From an optimization exercise on the open Yosys and OpenROAD flow, aimed at a short achievable clock period and few clock cycles; shortcuts taken in it are not production practice. In this exercise RTL edits were held to simulation tests only and were not proved equivalent to the original. Power figures rest on the tool's default switching activity, not on a simulated workload.

**design/flow/run.sh**
```bash
#!/bin/bash
# synth_recipe.tcl (not shown) runs the flow's synth.tcl, then flattens the netlist and writes it again
# the make line also repeats each setting of config.mk as NAME=value (left out here)
make -C /OpenROAD-flow-scripts/flow DESIGN_CONFIG=/design/flow/config.mk WORK_HOME=/design/flow/orfs CLKGATE_MAP_FILE= SYNTH_SCRIPT=/design/flow/synth_recipe.tcl finish
```
**design/flow/config.mk**
```make
export PLATFORM = sky130hd
export DESIGN_NAME = cr16_core
export DESIGN_NICKNAME = cr16_core
export VERILOG_FILES = /design/flow/design.v
export SDC_FILE = /design/flow/constraint.sdc
export NUM_CORES = 4
export LEC_CHECK = 0
export CAP_MARGIN = 20
export CORE_MARGIN = 2
export CORE_UTILIZATION = 40
export SLEW_MARGIN = 20
```
**design/flow/constraint.sdc**
```tcl
create_clock -name core_clock -period 6.0 [get_ports {I_CLK}]
set_input_delay 1.2000 -clock core_clock [delete_from_list [all_inputs] [get_ports {I_CLK}]]
set_output_delay 1.2000 -clock core_clock [all_outputs]
set_load 0.01 [all_outputs]
```
**design/flow/design.v**
```verilog
localparam integer FLAG_C = 0;
localparam integer FLAG_L = 1;
localparam integer FLAG_F = 2;
localparam integer FLAG_Z = 3;
localparam integer FLAG_N = 4;
localparam logic [3:0] ST_FETCH      = 4'd0;
localparam logic [3:0] ST_FETCH_WAIT = 4'd1;
localparam logic [3:0] ST_DECODE     = 4'd2;
localparam logic [3:0] ST_EXEC       = 4'd3;
localparam logic [3:0] ST_MEM        = 4'd4;
localparam logic [3:0] ST_MEM_WAIT   = 4'd5;
localparam logic [3:0] COND_EQ = 4'b0000;
localparam logic [3:0] COND_NE = 4'b0001;
localparam logic [3:0] COND_CS = 4'b0010;
localparam logic [3:0] COND_CC = 4'b0011;
localparam logic [3:0] COND_FS = 4'b0100;
localparam logic [3:0] COND_FC = 4'b0101;
localparam logic [3:0] COND_LT = 4'b0110;
localparam logic [3:0] COND_LO = 4'b1000;
localparam logic [3:0] COND_GE = 4'b1011;
localparam logic [3:0] COND_HS = 4'b1101;
localparam logic [3:0] COND_UC = 4'b1110;
localparam logic [2:0] ALU_ADD  = 3'd0;
localparam logic [2:0] ALU_SUB  = 3'd1;
localparam logic [2:0] ALU_AND  = 3'd2;
localparam logic [2:0] ALU_OR   = 3'd3;
localparam logic [2:0] ALU_XOR  = 3'd4;
localparam logic [2:0] ALU_PASS = 3'd5;
localparam logic [3:0] OP_EXT   = 4'b0000;
localparam logic [3:0] OP_ADDI  = 4'b0001;
localparam logic [3:0] OP_SUBI  = 4'b0100;
localparam logic [3:0] OP_CMPI  = 4'b0101;
localparam logic [3:0] OP_ANDI  = 4'b0111;
localparam logic [3:0] OP_ORI   = 4'b1000;
localparam logic [3:0] OP_XORI  = 4'b1001;
localparam logic [3:0] OP_MOVIL = 4'b1010;
localparam logic [3:0] OP_MOVIU = 4'b1011;
localparam logic [3:0] OP_BCOND = 4'b1100;
localparam logic [3:0] OP_MEM   = 4'b1111;
localparam logic [3:0] EXT_ADD   = 4'b0000;
localparam logic [3:0] EXT_SUB   = 4'b0011;
localparam logic [3:0] EXT_CMP   = 4'b0100;
localparam logic [3:0] EXT_AND   = 4'b0110;
localparam logic [3:0] EXT_OR    = 4'b0111;
localparam logic [3:0] EXT_XOR   = 4'b1000;
localparam logic [3:0] EXT_MOV   = 4'b0001;
localparam logic [3:0] EXT_LOAD  = 4'b1010;
localparam logic [3:0] EXT_STORE = 4'b1011;
module cr16_alu (
    input  logic [2:0]  op,
    input  logic [15:0] a,
    input  logic [15:0] b,
    output logic [15:0] result,
    output logic [4:0]  flags
);
localparam integer FLAG_C = 0;
localparam integer FLAG_L = 1;
localparam integer FLAG_F = 2;
localparam integer FLAG_Z = 3;
localparam integer FLAG_N = 4;
localparam logic [3:0] ST_FETCH      = 4'd0;
localparam logic [3:0] ST_FETCH_WAIT = 4'd1;
localparam logic [3:0] ST_DECODE     = 4'd2;
localparam logic [3:0] ST_EXEC       = 4'd3;
localparam logic [3:0] ST_MEM        = 4'd4;
localparam logic [3:0] ST_MEM_WAIT   = 4'd5;
localparam logic [3:0] COND_EQ = 4'b0000;
localparam logic [3:0] COND_NE = 4'b0001;
localparam logic [3:0] COND_CS = 4'b0010;
localparam logic [3:0] COND_CC = 4'b0011;
localparam logic [3:0] COND_FS = 4'b0100;
localparam logic [3:0] COND_FC = 4'b0101;
localparam logic [3:0] COND_LT = 4'b0110;
localparam logic [3:0] COND_LO = 4'b1000;
localparam logic [3:0] COND_GE = 4'b1011;
localparam logic [3:0] COND_HS = 4'b1101;
localparam logic [3:0] COND_UC = 4'b1110;
localparam logic [2:0] ALU_ADD  = 3'd0;
localparam logic [2:0] ALU_SUB  = 3'd1;
localparam logic [2:0] ALU_AND  = 3'd2;
localparam logic [2:0] ALU_OR   = 3'd3;
localparam logic [2:0] ALU_XOR  = 3'd4;
localparam logic [2:0] ALU_PASS = 3'd5;
localparam logic [3:0] OP_EXT   = 4'b0000;
localparam logic [3:0] OP_ADDI  = 4'b0001;
localparam logic [3:0] OP_SUBI  = 4'b0100;
localparam logic [3:0] OP_CMPI  = 4'b0101;
localparam logic [3:0] OP_ANDI  = 4'b0111;
localparam logic [3:0] OP_ORI   = 4'b1000;
localparam logic [3:0] OP_XORI  = 4'b1001;
localparam logic [3:0] OP_MOVIL = 4'b1010;
localparam logic [3:0] OP_MOVIU = 4'b1011;
localparam logic [3:0] OP_BCOND = 4'b1100;
localparam logic [3:0] OP_MEM   = 4'b1111;
localparam logic [3:0] EXT_ADD   = 4'b0000;
localparam logic [3:0] EXT_SUB   = 4'b0011;
localparam logic [3:0] EXT_CMP   = 4'b0100;
localparam logic [3:0] EXT_AND   = 4'b0110;
localparam logic [3:0] EXT_OR    = 4'b0111;
localparam logic [3:0] EXT_XOR   = 4'b1000;
localparam logic [3:0] EXT_MOV   = 4'b0001;
localparam logic [3:0] EXT_LOAD  = 4'b1010;
localparam logic [3:0] EXT_STORE = 4'b1011;
    logic [16:0] sum;
    always_comb begin
        sum    = '0;
        result = '0;
        flags  = '0;
        case (op)
            ALU_ADD: begin
                sum           = {1'b0, a} + {1'b0, b};
                result        = sum[15:0];
                flags[FLAG_C] = sum[16];
                flags[FLAG_F] = (a[15] == b[15]) && (result[15] != a[15]);
            end
            ALU_SUB: begin
                sum           = {1'b0, a} - {1'b0, b};
                result        = sum[15:0];
                flags[FLAG_C] = sum[16];
                flags[FLAG_F] = (a[15] != b[15]) && (result[15] != a[15]);
                flags[FLAG_L] = a < b;
                flags[FLAG_N] = $signed(a) < $signed(b);
            end
            ALU_AND: result = a & b;
            ALU_OR: result = a | b;
            ALU_XOR: result = a ^ b;
            default: result = b;
        endcase
        flags[FLAG_Z] = (result == '0);
    end
endmodule
module cr16_decoder (
    input  logic [15:0] instr,
    input  logic [4:0]  flags,
    output logic [3:0]  rdest,
    output logic [3:0]  rsrc,
    output logic [2:0]  alu_op,
    output logic [15:0] imm,
    output logic        uses_imm,
    output logic        is_alu,
    output logic        writes_flags,
    output logic        writes_reg,
    output logic        is_mov,
    output logic        is_load,
    output logic        is_store,
    output logic        is_branch,
    output logic        branch_taken,
    output logic [15:0] disp
);
localparam integer FLAG_C = 0;
localparam integer FLAG_L = 1;
localparam integer FLAG_F = 2;
localparam integer FLAG_Z = 3;
localparam integer FLAG_N = 4;
localparam logic [3:0] ST_FETCH      = 4'd0;
localparam logic [3:0] ST_FETCH_WAIT = 4'd1;
localparam logic [3:0] ST_DECODE     = 4'd2;
localparam logic [3:0] ST_EXEC       = 4'd3;
localparam logic [3:0] ST_MEM        = 4'd4;
localparam logic [3:0] ST_MEM_WAIT   = 4'd5;
localparam logic [3:0] COND_EQ = 4'b0000;
localparam logic [3:0] COND_NE = 4'b0001;
localparam logic [3:0] COND_CS = 4'b0010;
localparam logic [3:0] COND_CC = 4'b0011;
localparam logic [3:0] COND_FS = 4'b0100;
localparam logic [3:0] COND_FC = 4'b0101;
localparam logic [3:0] COND_LT = 4'b0110;
localparam logic [3:0] COND_LO = 4'b1000;
localparam logic [3:0] COND_GE = 4'b1011;
localparam logic [3:0] COND_HS = 4'b1101;
localparam logic [3:0] COND_UC = 4'b1110;
localparam logic [2:0] ALU_ADD  = 3'd0;
localparam logic [2:0] ALU_SUB  = 3'd1;
localparam logic [2:0] ALU_AND  = 3'd2;
localparam logic [2:0] ALU_OR   = 3'd3;
localparam logic [2:0] ALU_XOR  = 3'd4;
localparam logic [2:0] ALU_PASS = 3'd5;
localparam logic [3:0] OP_EXT   = 4'b0000;
localparam logic [3:0] OP_ADDI  = 4'b0001;
localparam logic [3:0] OP_SUBI  = 4'b0100;
localparam logic [3:0] OP_CMPI  = 4'b0101;
localparam logic [3:0] OP_ANDI  = 4'b0111;
localparam logic [3:0] OP_ORI   = 4'b1000;
localparam logic [3:0] OP_XORI  = 4'b1001;
localparam logic [3:0] OP_MOVIL = 4'b1010;
localparam logic [3:0] OP_MOVIU = 4'b1011;
localparam logic [3:0] OP_BCOND = 4'b1100;
localparam logic [3:0] OP_MEM   = 4'b1111;
localparam logic [3:0] EXT_ADD   = 4'b0000;
localparam logic [3:0] EXT_SUB   = 4'b0011;
localparam logic [3:0] EXT_CMP   = 4'b0100;
localparam logic [3:0] EXT_AND   = 4'b0110;
localparam logic [3:0] EXT_OR    = 4'b0111;
localparam logic [3:0] EXT_XOR   = 4'b1000;
localparam logic [3:0] EXT_MOV   = 4'b0001;
localparam logic [3:0] EXT_LOAD  = 4'b1010;
localparam logic [3:0] EXT_STORE = 4'b1011;
    logic [3:0] opcode;
    logic [3:0] ext;
    logic [7:0] imm8;
    logic       is_cmp;
    assign opcode = instr[15:12];
    assign ext    = instr[7:4];
    assign imm8   = instr[7:0];
    assign rdest  = instr[11:8];
    assign rsrc   = instr[3:0];
    assign disp   = {{8{imm8[7]}}, imm8};
    always_comb begin
        alu_op = ALU_PASS;
        is_alu = 1'b1;
        case (opcode)
            OP_EXT: begin
                case (ext)
                    EXT_ADD: alu_op = ALU_ADD;
                    EXT_SUB, EXT_CMP: alu_op = ALU_SUB;
                    EXT_AND: alu_op = ALU_AND;
                    EXT_OR: alu_op = ALU_OR;
                    EXT_XOR: alu_op = ALU_XOR;
                    default: is_alu = 1'b0;
                endcase
            end
            OP_ADDI: alu_op = ALU_ADD;
            OP_SUBI, OP_CMPI: alu_op = ALU_SUB;
            OP_ANDI: alu_op = ALU_AND;
            OP_ORI: alu_op = ALU_OR;
            OP_XORI: alu_op = ALU_XOR;
            default: is_alu = 1'b0;
        endcase
    end
    always_comb begin
        case (opcode)
            OP_ADDI, OP_SUBI, OP_CMPI: imm = {{8{imm8[7]}}, imm8};
            OP_MOVIU: imm = {imm8, 8'h00};
            default: imm = {8'h00, imm8};
        endcase
    end
    assign is_cmp    = (opcode == OP_CMPI) || (opcode == OP_EXT && ext == EXT_CMP);
    assign is_mov    = (opcode == OP_MEM && ext == EXT_MOV) || opcode == OP_MOVIL
                       || opcode == OP_MOVIU;
    assign is_load   = (opcode == OP_MEM) && (ext == EXT_LOAD);
    assign is_store  = (opcode == OP_MEM) && (ext == EXT_STORE);
    assign is_branch = (opcode == OP_BCOND);
    assign uses_imm  = (is_alu && opcode != OP_EXT) || opcode == OP_MOVIL
                       || opcode == OP_MOVIU;
    assign writes_flags = is_alu && (alu_op == ALU_ADD || alu_op == ALU_SUB);
    assign writes_reg   = (is_alu && !is_cmp) || is_mov || is_load;
    always_comb begin
        case (rdest)
            COND_EQ: branch_taken = flags[FLAG_Z];
            COND_NE: branch_taken = !flags[FLAG_Z];
            COND_CS: branch_taken = flags[FLAG_C];
            COND_CC: branch_taken = !flags[FLAG_C];
            COND_FS: branch_taken = flags[FLAG_F];
            COND_FC: branch_taken = !flags[FLAG_F];
            COND_LO: branch_taken = flags[FLAG_L];
            COND_HS: branch_taken = !flags[FLAG_L];
            COND_LT: branch_taken = flags[FLAG_N];
            COND_GE: branch_taken = !flags[FLAG_N];
            COND_UC: branch_taken = 1'b1;
            default: branch_taken = 1'b0;
        endcase
    end
endmodule
module cr16_regfile (
    input  logic        I_CLK,
    input  logic        I_NRESET,
    input  logic        we,
    input  logic [3:0]  waddr,
    input  logic [15:0] wdata,
    input  logic [3:0]  raddr_a,
    input  logic [3:0]  raddr_b,
    output logic [15:0] rdata_a,
    output logic [15:0] rdata_b
);
    logic [15:0] regs [16];
    always_ff @(posedge I_CLK or negedge I_NRESET) begin
        if (!I_NRESET) begin
            for (int i = 0; i < 16; i++) begin
                regs[i] <= '0;
            end
        end else if (we) begin
            regs[waddr] <= wdata;
        end
    end
    assign rdata_a = regs[raddr_a];
    assign rdata_b = regs[raddr_b];
endmodule
module cr16_pc #(
    parameter logic [15:0] P_RESET_VECTOR = 16'h0000
) (
    input  logic        I_CLK,
    input  logic        I_NRESET,
    input  logic        inc,
    input  logic        branch,
    input  logic [15:0] disp,
    output logic [15:0] pc
);
    always_ff @(posedge I_CLK or negedge I_NRESET) begin
        if (!I_NRESET) begin
            pc <= P_RESET_VECTOR;
        end else if (inc) begin
            pc <= pc + 16'd1;
        end else if (branch) begin
            pc <= pc + disp;
        end
    end
endmodule
module cr16_mem_port (
    input  logic        I_CLK,
    input  logic        I_NRESET,
    input  logic        start,
    input  logic        write,
    input  logic [15:0] target,
    input  logic [15:0] data,
    output logic        done,
    output logic [15:0] rdata,
    output logic        mem_req,
    output logic        mem_we,
    output logic [15:0] mem_addr,
    output logic [15:0] mem_wdata,
    input  logic        mem_ack,
    input  logic [15:0] mem_rdata
);
    logic pend;
    always_ff @(posedge I_CLK or negedge I_NRESET) begin
        if (!I_NRESET) begin
            pend    <= 1'b0;
            mem_req <= 1'b0;
            mem_we  <= 1'b0;
            done    <= 1'b0;
        end else begin
            done <= 1'b0;
            if (start) begin
                pend   <= 1'b1;
                mem_we <= write;
            end else if (pend && !mem_ack) begin
                pend    <= 1'b0;
                mem_req <= 1'b1;
            end else if (mem_req && mem_ack) begin
                mem_req <= 1'b0;
                mem_we  <= 1'b0;
                done    <= 1'b1;
            end
        end
    end
    always_ff @(posedge I_CLK) begin
        if (start) begin
            mem_addr  <= target;
            mem_wdata <= data;
        end
        if (mem_req && mem_ack) begin
            rdata <= mem_rdata;
        end
    end
endmodule
module cr16_control (
    input  logic        I_CLK,
    input  logic        I_NRESET,
    input  logic        is_alu,
    input  logic        uses_imm,
    input  logic        writes_flags,
    input  logic        writes_reg,
    input  logic        is_mov,
    input  logic        is_load,
    input  logic        is_store,
    input  logic        is_branch,
    input  logic        branch_taken,
    input  logic [15:0] alu_result,
    input  logic [4:0]  alu_flags,
    input  logic [15:0] imm,
    input  logic [15:0] reg_a,
    input  logic [15:0] reg_b,
    input  logic        mem_done,
    input  logic [15:0] mem_rdata,
    input  logic [15:0] pc,
    output logic [15:0] instr,
    output logic        mem_start,
    output logic        mem_write,
    output logic [15:0] mem_target,
    output logic [15:0] mem_data,
    output logic        reg_we,
    output logic [15:0] wr_data,
    output logic        pc_inc,
    output logic        pc_branch,
    output logic [4:0]  status_flags
);
localparam integer FLAG_C = 0;
localparam integer FLAG_L = 1;
localparam integer FLAG_F = 2;
localparam integer FLAG_Z = 3;
localparam integer FLAG_N = 4;
localparam logic [3:0] ST_FETCH      = 4'd0;
localparam logic [3:0] ST_FETCH_WAIT = 4'd1;
localparam logic [3:0] ST_DECODE     = 4'd2;
localparam logic [3:0] ST_EXEC       = 4'd3;
localparam logic [3:0] ST_MEM        = 4'd4;
localparam logic [3:0] ST_MEM_WAIT   = 4'd5;
localparam logic [3:0] COND_EQ = 4'b0000;
localparam logic [3:0] COND_NE = 4'b0001;
localparam logic [3:0] COND_CS = 4'b0010;
localparam logic [3:0] COND_CC = 4'b0011;
localparam logic [3:0] COND_FS = 4'b0100;
localparam logic [3:0] COND_FC = 4'b0101;
localparam logic [3:0] COND_LT = 4'b0110;
localparam logic [3:0] COND_LO = 4'b1000;
localparam logic [3:0] COND_GE = 4'b1011;
localparam logic [3:0] COND_HS = 4'b1101;
localparam logic [3:0] COND_UC = 4'b1110;
localparam logic [2:0] ALU_ADD  = 3'd0;
localparam logic [2:0] ALU_SUB  = 3'd1;
localparam logic [2:0] ALU_AND  = 3'd2;
localparam logic [2:0] ALU_OR   = 3'd3;
localparam logic [2:0] ALU_XOR  = 3'd4;
localparam logic [2:0] ALU_PASS = 3'd5;
localparam logic [3:0] OP_EXT   = 4'b0000;
localparam logic [3:0] OP_ADDI  = 4'b0001;
localparam logic [3:0] OP_SUBI  = 4'b0100;
localparam logic [3:0] OP_CMPI  = 4'b0101;
localparam logic [3:0] OP_ANDI  = 4'b0111;
localparam logic [3:0] OP_ORI   = 4'b1000;
localparam logic [3:0] OP_XORI  = 4'b1001;
localparam logic [3:0] OP_MOVIL = 4'b1010;
localparam logic [3:0] OP_MOVIU = 4'b1011;
localparam logic [3:0] OP_BCOND = 4'b1100;
localparam logic [3:0] OP_MEM   = 4'b1111;
localparam logic [3:0] EXT_ADD   = 4'b0000;
localparam logic [3:0] EXT_SUB   = 4'b0011;
localparam logic [3:0] EXT_CMP   = 4'b0100;
localparam logic [3:0] EXT_AND   = 4'b0110;
localparam logic [3:0] EXT_OR    = 4'b0111;
localparam logic [3:0] EXT_XOR   = 4'b1000;
localparam logic [3:0] EXT_MOV   = 4'b0001;
localparam logic [3:0] EXT_LOAD  = 4'b1010;
localparam logic [3:0] EXT_STORE = 4'b1011;
    logic [3:0] state;
    logic [3:0] state_next;
    logic       load_done;
    always_ff @(posedge I_CLK or negedge I_NRESET) begin
        if (!I_NRESET) begin
            state        <= ST_FETCH;
            instr        <= '0;
            status_flags <= '0;
        end else begin
            state <= state_next;
            if (state == ST_FETCH_WAIT && mem_done) begin
                instr <= mem_rdata;
            end
            if (state == ST_EXEC && is_alu && writes_flags) begin
                status_flags <= alu_flags;
            end
        end
    end
    always_comb begin
        state_next = state;
        case (state)
            ST_FETCH: state_next = ST_FETCH_WAIT;
            ST_FETCH_WAIT: begin
                if (mem_done) begin
                    state_next = ST_DECODE;
                end
            end
            ST_DECODE: state_next = ST_EXEC;
            ST_EXEC: state_next = (is_load || is_store) ? ST_MEM : ST_FETCH;
            ST_MEM: state_next = ST_MEM_WAIT;
            ST_MEM_WAIT: begin
                if (mem_done) begin
                    state_next = ST_FETCH;
                end
            end
            default: state_next = ST_FETCH;
        endcase
    end
    assign mem_start  = (state == ST_FETCH) || (state == ST_MEM);
    assign mem_write  = (state == ST_MEM) && is_store;
    assign mem_target = (state == ST_MEM) ? (is_store ? reg_b : reg_a) : pc;
    assign mem_data   = reg_a;
    assign pc_inc    = (state == ST_FETCH_WAIT) && mem_done;
    assign pc_branch = (state == ST_EXEC) && is_branch && branch_taken;
    assign load_done = (state == ST_MEM_WAIT) && mem_done;
    assign reg_we    = ((state == ST_EXEC) && writes_reg && !is_load) || (load_done && is_load);
    always_comb begin
        if (load_done && is_load) begin
            wr_data = mem_rdata;
        end else if (is_mov && uses_imm) begin
            wr_data = imm;
        end else begin
            wr_data = alu_result;
        end
    end
endmodule
module cr16_core #(
    parameter logic [15:0] P_RESET_VECTOR = 16'h0000
) (
    input  logic        I_CLK,
    input  logic        I_NRESET,
    input  logic        mem_ack,
    input  logic [15:0] mem_rdata,
    output logic        mem_req,
    output logic        mem_we,
    output logic [15:0] mem_addr,
    output logic [15:0] mem_wdata,
    output logic [4:0]  status_flags
);
    logic [15:0] instr;
    logic [3:0]  rdest;
    logic [3:0]  rsrc;
    logic [2:0]  alu_op;
    logic [15:0] imm;
    logic [15:0] disp;
    logic        uses_imm, is_alu, writes_flags, writes_reg;
    logic        is_mov, is_load, is_store, is_branch, branch_taken;
    logic [15:0] reg_a;
    logic [15:0] reg_b;
    logic [15:0] alu_b;
    logic [15:0] alu_result;
    logic [4:0]  alu_flags;
    logic [15:0] pc;
    logic        pc_inc, pc_branch;
    logic        mem_start, mem_write, mem_done;
    logic [15:0] mem_target;
    logic [15:0] mem_data;
    logic [15:0] port_rdata;
    logic        reg_we;
    logic [15:0] wr_data;
    assign alu_b = uses_imm ? imm : reg_a;
    cr16_control u_control (
        .I_CLK(I_CLK), .I_NRESET(I_NRESET),
        .is_alu(is_alu), .uses_imm(uses_imm), .writes_flags(writes_flags),
        .writes_reg(writes_reg), .is_mov(is_mov), .is_load(is_load), .is_store(is_store),
        .is_branch(is_branch), .branch_taken(branch_taken),
        .alu_result(alu_result), .alu_flags(alu_flags), .imm(imm),
        .reg_a(reg_a), .reg_b(reg_b), .mem_done(mem_done), .mem_rdata(port_rdata),
        .pc(pc), .instr(instr), .mem_start(mem_start), .mem_write(mem_write),
        .mem_target(mem_target), .mem_data(mem_data), .reg_we(reg_we), .wr_data(wr_data),
        .pc_inc(pc_inc), .pc_branch(pc_branch), .status_flags(status_flags)
    );
    cr16_decoder u_decoder (
        .instr(instr), .flags(status_flags), .rdest(rdest), .rsrc(rsrc), .alu_op(alu_op),
        .imm(imm), .uses_imm(uses_imm), .is_alu(is_alu), .writes_flags(writes_flags),
        .writes_reg(writes_reg), .is_mov(is_mov), .is_load(is_load), .is_store(is_store),
        .is_branch(is_branch), .branch_taken(branch_taken), .disp(disp)
    );
    cr16_alu u_alu (
        .op(alu_op), .a(reg_b), .b(alu_b),
        .result(alu_result), .flags(alu_flags)
    );
    cr16_regfile u_regfile (
        .I_CLK(I_CLK), .I_NRESET(I_NRESET),
        .we(reg_we), .waddr(rdest), .wdata(wr_data),
        .raddr_a(rsrc), .raddr_b(rdest),
        .rdata_a(reg_a), .rdata_b(reg_b)
    );
    cr16_pc #(.P_RESET_VECTOR(P_RESET_VECTOR)) u_pc (
        .I_CLK(I_CLK), .I_NRESET(I_NRESET),
        .inc(pc_inc), .branch(pc_branch), .disp(disp), .pc(pc)
    );
    cr16_mem_port u_mem_port (
        .I_CLK(I_CLK), .I_NRESET(I_NRESET),
        .start(mem_start), .write(mem_write), .target(mem_target), .data(mem_data),
        .done(mem_done), .rdata(port_rdata), .mem_req(mem_req), .mem_we(mem_we),
        .mem_addr(mem_addr), .mem_wdata(mem_wdata), .mem_ack(mem_ack), .mem_rdata(mem_rdata)
    );
endmodule
```
==> results.toml <==
[worst_setup_path]
crit_arrival_ns = 6.02
critPathBufInv = 4
path_cells = "buf_12 > nor2b_1 > a22oi_1 > o32ai_1 > a21oi_1 > o211ai_1 > o21a_1 > a21o_1 > ha_1 > inv_1 > fa_1 > nand2b_1 > a2111oi_0 > or3b_1 > a32oi_1 > buf_4 > a311o_1 > a2bb2oi_1 > o211ai_1 > o21ai_1 > o21a_1 > buf_12 > o21ai_0"
crit_path_top_delay_cell = "dfrtp_2"
cp.required_ns = 6.43
crit_path_max_incr_delay_ns = 0.74
end_kind = "flip-flop"
crit_type = "reg -> reg"
cp_max_fo = 27
start_kind = "flip-flop"
crit_family = "compound AO/OA/AOI/OAI gates"

[pwr]
p_int_w = 0.00827
switching_share_pct = 51.3
p_leak_nw = 10.3
combPwrFrac_pct = 61.2
clkPwrFrac_pct = 15.2
p_per_area_nw_per_um2 = 702
vdd_ir_drop_max_mv = 0.387
power.switching_w = 0.00871
seq_power_share_pct = 23.6

[global_routing]
grt_overflow_total = 0
grt_pass1_wl_mm = 131
track_usage_pct = 33.0
grt_pass1_vias = 19100
antenna_found_initial = 0
grt_max_degree = 133

[cts]
post_cts_resized = 0
cts_setup_buffers = 0
htree_levels = 2
clockBufferDepth = 3
cts_hold_buffers = 0
cts_buffers = 40
worst_skew_pair.late_latency_ns = 0.61
clock_sinks = 348
cts-root-buf = "clkbuf_16"
path_clk_slew_ns = 0.06
tritoncts = "yes"

[timing]
drv_slew = 0
skew_ns = 0.0397
hold_violations = 0
slew-limit-headroom_pct = 28.0
setup-tns-final_ns = 0
worst_slew_pin_slew_ns = 1.08
period_share_pct = 93.1
rsz0062_at_grt = "no"
fin_crit_ns = 5.59
setup_violations = 0
fmax_mhz = 179

[synthesis]
syn_area_per_cell_sq_um = 9.01
synth-edff-count = 48
synth_area_sq_um = 20900
synth_fp_nets = 2406
async_flop_share_pct = 86.2
synth-seq-area-share_pct = 42.8
ys.flop_type = "dfrtp_1"
synth_cell_types = 105
synthCells = 2321
ys.warnings.count = 7
ys_ff_latch = 348

[final_layout]
syn2layout_area_growth_pct = 15.6
stdcell_area_sq_um = 24200
final_cell_mix = "nand2_1, dfrtp_1, o21ai_0"
layout-drive-gt1-share_pct = 14.4
nets = 2472
mostFrequentLayoutCell = "nand2_1"

[status]
status = "no timing/DRC/antenna violations"

[routing]
drc_errors = 0
antenna_left = 0
viasPerCell = 6.44
drtIter0Drc = 2959
drt_pre_antenna_iters = 9
vias = 20000
wirelength_mm = 89.1
wl_per_cell_microns = 28.8

[floorplan]
die_h_microns = 233
start_util_pct = 40.6
core_sq_um = 51500
dieWidth_microns = 233
die-area_sq_um = 54100
num_rows = 83
io-pin-count = 58

[placed_design]
io_buffers = 57
gp_congestion = 1.03
hpwl_mm = 62.6
dpl_cell_area_sq_um = 22800

[flow_run]
drv_cap = 0

[worst_hold_path]
hold_class = "reg -> reg"
==> cells in the mapped netlist, types with 11 or more instances <==
master / instances / share of area [%]
o21ai_0: 271 / 6.5
nand3_1: 43 / 1.0
and3_1: 12 / 0.36
nand2_1: 362 / 6.5
nor2_1: 129 / 2.3
and2_1: 14 / 0.42
a22oi_1: 108 / 3.9
nor3_1: 34 / 0.81
a22o_1: 27 / 1.1
a31oi_1: 16 / 0.48
o211ai_1: 19 / 0.68
ha_1: 63 / 3.8
o21ai_1: 14 / 0.33
nand2b_1: 16 / 0.48
o21ai_2: 11 / 0.46
buf_6: 11 / 0.59
a221oi_1: 21 / 0.88
buf_4: 12 / 0.43
o31ai_1: 11 / 0.39
clkbuf_1: 96 / 1.7
mux2i_1: 35 / 1.7
edfxtp_1: 48 / 6.9
o22ai_1: 18 / 0.54
nand3b_1: 13 / 0.47
mux2_2: 49 / 2.6
xnor2_1: 12 / 0.50
a21o_1: 19 / 0.68
dfrtp_1: 300 / 36
o22a_1: 17 / 0.71
inv_1: 71 / 1.3
a32oi_1: 12 / 0.50
nand4_1: 28 / 0.84
a21oi_1: 120 / 2.9
nor2b_1: 19 / 0.57
buf_2: 62 / 1.5
==> routing by layer <==
metal / share of wire [%] / global-route usage (%) / routed length (microns)
met5: 0 / 0.184 / 0
met4: 5.9 / 16.8 / 5240
met3: 10 / 8.16 / 9330
met2: 42 / 47.2 / 37000
met1: 42 / 46.1 / 37600
==> registers in the layout, indices dropped and copies added, names as in the netlist <==
signal / cells
u_regfile.regs: 256
u_mem_port.mem_we: 1
u_mem_port.mem_req: 1
u_control.status_flags: 5
u_mem_port.mem_addr: 16
u_control.instr: 16
u_mem_port.rdata: 16
u_control.state: 3
u_mem_port.done: 1
u_pc.pc: 16
u_mem_port.mem_wdata: 16
u_mem_port.pend: 1
==> power by group through the flow <==
| stage | Clock, W | Combinational (W) | Sequential, W |
|---|---|---|---|
| after floorplan | 0 | 0.00624 | 0.00355 |
| after CTS | 0.00261 | 0.0101 | 0.00396 |
| final | 0.00258 | 0.0104 | 0.00401 |
| after detailed placement | 0 | 0.0100 | 0.00399 |
| after global routing | 0.00269 | 0.0110 | 0.00406 |
| after global placement | 0 | 0.00997 | 0.00398 |
==> cell type report <==
| cell class | instances | area, sq um |
|---|---|---|
| Clock inverter | 17 | 193 |
| Tap cell | 680 | 851 |
| Clock buffer | 57 | 1180 |
| Fill cell | 4969 | 27300 |
| Multi-Input combinational cell | 1712 | 10800 |
| Timing Repair Buffer | 210 | 1890 |
| Antenna cell | 1 | 2.50 |
| Sequential cell | 348 | 8950 |
| Inverter | 75 | 282 |
==> worst min-delay path: cells and delay by family, from the launching register on <==
family	cells	cell delay, ns
flip-flops	1	0.34
AND/OR/NAND/NOR	2	0.11
==> final timing paths <==
| check | startpoint | to | slack [ns] | depth (start not counted) |
|---|---|---|---|---|
| worst max-delay path | u_control.instr[0] | u_regfile.regs[15][14] | 0.41 | 23 |
| worst min-delay path | u_mem_port.pend | u_mem_port.pend | 0.48 | 2 |
| worst max register to register | u_control.instr[0] | u_regfile.regs[15][14] | 0.41 | 23 |
| worst min register to register | u_mem_port.pend | u_mem_port.pend | 0.48 | 2 |
| max in group asynchronous | I_NRESET | u_control.state[2] | 3.89 | 2 |
| min in group asynchronous | I_NRESET | u_regfile.regs[15][14] | 0.73 | 1 |
==> metrics by stage <==
step / hold WS (ns) / worst slack (ns) / total power (W) / util (%) / std cells
finish: 0.478 / 0.412 / 0.0170 / 47.0 / 3100
detailed placement: 0.461 / 0.516 / 0.0140 / 44.3 / 3025
global route: 0.505 / 0.192 / 0.0178 / 47.0 / 3099
floorplan: 0.432 / 1.31 / 0.00979 / - / 2321
CTS: 0.479 / 0.502 / 0.0166 / 46.9 / 3099
global placement: 0.458 / 0.503 / 0.0139 / 44.2 / 3023
==> cell families after synthesis <==
logic type / Yosys count / synth area share (%)
xor+xnor: 17 / 0.712
mux: 99 / 5.31
buf+inv: 261 / 5.69
simple gates: 729 / 16.0
flops: 348 / 42.8
compound gates: 801 / 25.5
fa+ha+maj: 66 / 4.06
Testbench counts, summed over its fixed seeds: cycles 93,168.

## what the ideal ports hide
Ports are ideal in the flow. The routed layout listed here was re-timed in OpenROAD. Step 1 assumes that a clkbuf_16 drives the clock port and a buf_2 every other input. Step 2 also shifts input and output timing later by t, the mid clock arrival at the registers, as if the neighbouring blocks saw the same clock. a / b / c = ideal ports / drivers / drivers and shift; a / b = the first two.
shift t [ns]: 0.651
setup slack, ns: 0.412 / 0.412 / 0.412
worst setup path at the end: register to register
After both steps this run still meets setup and hold. The setup slack of this run moves by 0.000 ns with the drivers and by 0.000 ns with both steps.
